Context: an optimization exercise on an open-source flow, tuned for small area and a short achievable clock period. The choices shown serve that exercise and are no tape-out recipe. The RTL was checked by simulation tests, not by an equivalence proof against the original design. No driver is modelled on the clock port, so clocking that relies on it looks cheaper here than on a real chip. Power figures rest on the tool's default switching activity, not on a simulated workload.

==> module life_data, before the edit <==
module life_data (
    input  logic        clk,
    input  logic        reset,
    input  logic        install,    
    input  logic        first,      
    input  logic        first_in,   
    input  logic        flip_en,
    input  logic [3:0]  flip_d,     
    input  logic [3:0]  flip_x,
    output logic [15:0] disp_row    
);
    logic [15:0][15:0] brd;         
    logic [15:0]       new_row;     
    logic [15:0]       first_new;   
    logic [15:0]       col_sel;
    assign col_sel  = flip_en ? (16'b1 << flip_x) : 16'b0;
    assign disp_row = brd[15];
    always_ff @(posedge clk or negedge reset) begin
        if (!reset) begin
            brd <= '0;
        end else begin
            for (int i = 0; i < 16; i++) begin
                if (i == 14 && install) begin
                    brd[i] <= new_row;
                end else if (i == 15 && first_in) begin
                    brd[i] <= first_new;
                end else begin
                    brd[i] <= brd[(i + 1) % 16] ^ ((flip_d == 4'((i + 1) % 16)) ? col_sel : 16'b0);
                end
            end
        end
    end
    always_ff @(posedge clk) begin
        new_row <= life_pkg::life_row(brd[15], brd[0], brd[1]);
        if (first) begin
            first_new <= new_row;
        end
    end
endmodule
==> module life, before the edit <==
module life #(
    parameter int unsigned X         = 16,
    parameter int unsigned Y         = 16,
    parameter int unsigned LOG2X     = 4,
    parameter int unsigned LOG2Y     = 4,
    parameter int unsigned HIGH_BITS = 10
) (
    input  logic             clk,
    input  logic             reset,
    input  logic [life_pkg::KEY_W-1:0] keys,
    output logic [Y-1:0]     row,
    output logic [X-1:0]     col
);
    life_pkg::key_e       key_c;
    life_pkg::key_e       key_q;      
    logic                 sweep;      
    logic                 swap;       
    logic                 swap_q;     
    logic                 install_c;  
    logic [7:0]           k;          
    logic [LOG2X-1:0]     cx;         
    logic [LOG2Y-1:0]     cd;         
    logic                 run_mode;
    logic [HIGH_BITS-1:0] prescaler;
    logic                 scan_on;    
    logic             idle_c;
    logic             start_c;
    logic             edit_c;
    logic [X-1:0]     disp_row;
    assign key_c   = life_pkg::key_e'(keys);
    assign idle_c  = !sweep && !swap;
    assign start_c = idle_c && ((key_c == life_pkg::KEY_NEXT) || (run_mode && (&prescaler)));
    assign edit_c  = idle_c && (key_c != life_pkg::KEY_NEXT) && (key_c != life_pkg::KEY_RUN);
    always_ff @(posedge clk or negedge reset) begin
        if (!reset) begin
            sweep  <= 1'b0;
            swap   <= 1'b0;
            swap_q <= 1'b0;
        end else begin
            swap   <= sweep && (&k);
            swap_q <= swap;
            sweep  <= start_c || (sweep && !(&k));
        end
    end
    always_ff @(posedge clk) begin
        k <= sweep ? k + 1'b1 : 8'd0;
    end
    assign install_c = (sweep && (k[7:4] == 4'hf) && ((k[3:2] != 2'd0) || (&k[1:0]))) || swap || swap_q;
    always_ff @(posedge clk or negedge reset) begin
        if (!reset) begin
            key_q <= life_pkg::KEY_NONE;
            cx    <= '0;
            cd    <= '0;
        end else begin
            key_q <= edit_c ? key_c : life_pkg::KEY_NONE;
            cd    <= cd - 1'b1;
            case (key_q)
                life_pkg::KEY_UP:    cd <= cd - 2'd2;
                life_pkg::KEY_DOWN:  cd <= cd;
                life_pkg::KEY_LEFT:  cx <= cx - 1'b1;
                life_pkg::KEY_RIGHT: cx <= cx + 1'b1;
                default: ;
            endcase
        end
    end
    always_ff @(posedge clk or negedge reset) begin
        if (!reset) begin
            prescaler <= '0;
            run_mode  <= 1'b0;
        end else begin
            prescaler <= prescaler + 1'b1;
            if (key_c == life_pkg::KEY_RUN) begin
                run_mode <= ~run_mode;
            end
        end
    end
    always_ff @(posedge clk or negedge reset) begin
        if (!reset) begin
            scan_on <= 1'b0;
            row     <= '0;
        end else begin
            scan_on <= 1'b1;
            row     <= {row[Y-2:0], row[Y-1] | !scan_on};
        end
    end
    assign col = disp_row;
    life_data l_data (
        .clk      (clk),
        .reset    (reset),
        .install  (install_c),
        .first    (sweep && (k == 8'd242)),
        .first_in (swap_q),
        .flip_en  (key_q == life_pkg::KEY_FLIP),
        .flip_d   (cd),
        .flip_x   (cx),
        .disp_row (disp_row)
    );
endmodule
clock: 9.0 ns
lec_check: 0
cap_margin: 40
core_margin: 2
core_utilization: 40
cts_cluster_diameter: 100
cts_cluster_size: 25
slew_margin: 40
standard.sh (not shown) runs the stock make flow with config.mk's settings and CLKGATE_MAP_FILE= SYNTH_SCRIPT=/design/flow/synth_recipe.tcl, a recipe that flattens the netlist after the stock synthesis.
==> flow/flow/run.sh <==
#!/bin/bash
# Standard layout with the port buffers a buf_2 and a tighter setup margin for repair,
# and the clock tree's root buffer removed after clock tree synthesis.
set -euo pipefail
ARGS=(SETUP_SLACK_MARGIN=6.2 "BUFFER_PORTS_ARGS=-buffer_cell sky130_fd_sc_hd__buf_2")
bash standard.sh "${ARGS[@]}" cts > flow_to_cts.log 2>&1
UNROOT_ODB=orfs/results/sky130hd/life/base/4_cts.odb openroad -no_init -exit flow/unroot.tcl > unroot.log 2>&1
bash standard.sh "${ARGS[@]}" finish > flow_to_finish.log 2>&1
==> flow/flow/unroot.tcl <==
# Remove the clock tree's root buffer: the clock port then drives the tree's first-level
# buffers (two) directly, one buffer less on every register's clock path.
set odb_file $::env(UNROOT_ODB)
read_db $odb_file
set block [ord::get_db_block]
set clk_net [$block findNet clk]
set root ""
foreach iterm [$clk_net getITerms] {
    if {[$iterm isInputSignal]} {
        set root [$iterm getInst]
    }
}
if {$root == "" || [llength [$clk_net getITerms]] != 1} {
    puts "unroot: clock port does not drive a single root buffer; layout left as it is"
    exit 0
}
set out_net [[$root findITerm X] getNet]
set loads [$out_net getITerms]
puts "unroot: root [$root getName] drives [expr {[llength $loads] - 1}] buffers"
if {[llength $loads] - 1 > 4} {
    puts "unroot: too many first-level buffers; layout left as it is"
    exit 0
}
foreach iterm $loads {
    if {[$iterm getInst] != $root} {
        $iterm disconnect
        $iterm connect $clk_net
    }
}
[$root findITerm A] disconnect
[$root findITerm X] disconnect
odb::dbInst_destroy $root
odb::dbNet_destroy $out_net
write_db $odb_file
puts "unroot: done"
Edit:
--- a/flow/design.v
+++ b/flow/design.v
@@ -26,41 +26,41 @@
 module life_data (
     input  logic        clk,
     input  logic        reset,
     input  logic        install,    
     input  logic        first,      
-    input  logic        first_in,   
+    input  logic        last,       
     input  logic        flip_en,
     input  logic [3:0]  flip_d,     
     input  logic [3:0]  flip_x,
     output logic [15:0] disp_row    
 );
     logic [15:0][15:0] brd;         
-    logic [15:0]       new_row;     
-    logic [15:0]       first_new;   
+    logic [15:0]       prev_row;    
+    logic [15:0]       first_row;   
+    logic [15:0]       new_row;
     logic [15:0]       col_sel;
+    assign new_row  = life_pkg::life_row(prev_row, brd[15], last ? first_row : brd[0]);
     assign col_sel  = flip_en ? (16'b1 << flip_x) : 16'b0;
     assign disp_row = brd[15];
     always_ff @(posedge clk or negedge reset) begin
         if (!reset) begin
             brd <= '0;
         end else begin
             for (int i = 0; i < 16; i++) begin
                 if (i == 14 && install) begin
                     brd[i] <= new_row;
-                end else if (i == 15 && first_in) begin
-                    brd[i] <= first_new;
                 end else begin
                     brd[i] <= brd[(i + 1) % 16] ^ ((flip_d == 4'((i + 1) % 16)) ? col_sel : 16'b0);
                 end
             end
         end
     end
     always_ff @(posedge clk) begin
-        new_row <= life_pkg::life_row(brd[15], brd[0], brd[1]);
+        prev_row <= brd[15];
         if (first) begin
-            first_new <= new_row;
+            first_row <= brd[15];
         end
     end
 endmodule
 module life #(
     parameter int unsigned X         = 16,
@@ -107,11 +107,11 @@
         end
     end
     always_ff @(posedge clk) begin
         k <= sweep ? k + 1'b1 : 8'd0;
     end
-    assign install_c = (sweep && (k[7:4] == 4'hf) && ((k[3:2] != 2'd0) || (&k[1:0]))) || swap || swap_q;
+    assign install_c = (sweep && (k[7:4] == 4'hf) && (k[3:1] != 3'd0)) || swap || swap_q;
     always_ff @(posedge clk or negedge reset) begin
         if (!reset) begin
             key_q <= life_pkg::KEY_NONE;
             cx    <= '0;
             cd    <= '0;
@@ -151,11 +151,11 @@
     life_data l_data (
         .clk      (clk),
         .reset    (reset),
         .install  (install_c),
         .first    (sweep && (k == 8'd242)),
-        .first_in (swap_q),
+        .last     (swap_q),
         .flip_en  (key_q == life_pkg::KEY_FLIP),
         .flip_d   (cd),
         .flip_x   (cx),
         .disp_row (disp_row)
     );
=>
- The changed run finished clean
- worst hold slack got worse by 0.010 ns
- non-clock buffer count came out higher by 32
- synthesized area came out lower by 0.73%
- wire length came out higher by 3.0%
- cell count does not change
- fmax came out lower by 7.3%
- total power came out higher by 1.3%
- flip-flop and latch count stays the same
- clock skew stays flat
- via count came out higher by 1.2%
- design area came out higher by 4.3%
- synthesized cell count came out lower by 2.0%
- clock-buffer cell count came out lower by 1
- core utilization came out higher by 2.1 points

## re-timing with driven ports
No port has a modelled driver above. Below, the same layouts with a new extraction and two added sets of constraints.
Step 1, drivers: a clkbuf_16 drives clk and a buf_2 each remaining input, both assumed.
Step 2 moves the port delays by t, midway between the first and last clock arrival at a register: inputs arrive t later, outputs are due t later. That takes back most of the time a late clock gives input paths.
Slacks: no drivers / after step 1 / after step 2; pairs: no drivers / after step 1.
| run | t (ns) | slack for setup (ns) | hold slack, ns | latest minus earliest clock arrival (ns) | cell pins on the clock port's net |
|---|---|---|---|---|---|
| the first run | 0.439 | 6.229 / 6.166 / 6.120 | 0.384 / 0.384 / 0.384 | 0.026 / 0.026 | 2 |
| the second run | 0.448 | 6.012 / 6.012 / 6.012 | 0.373 / 0.373 / 0.373 | 0.027 / 0.027 | 2 |
After both steps every run listed still meets setup and hold. For the first run, which loses most, drivers alone change the setup slack by -0.063 ns; drivers and shift together by -0.109 ns. Setup slack includes reset recovery checks.
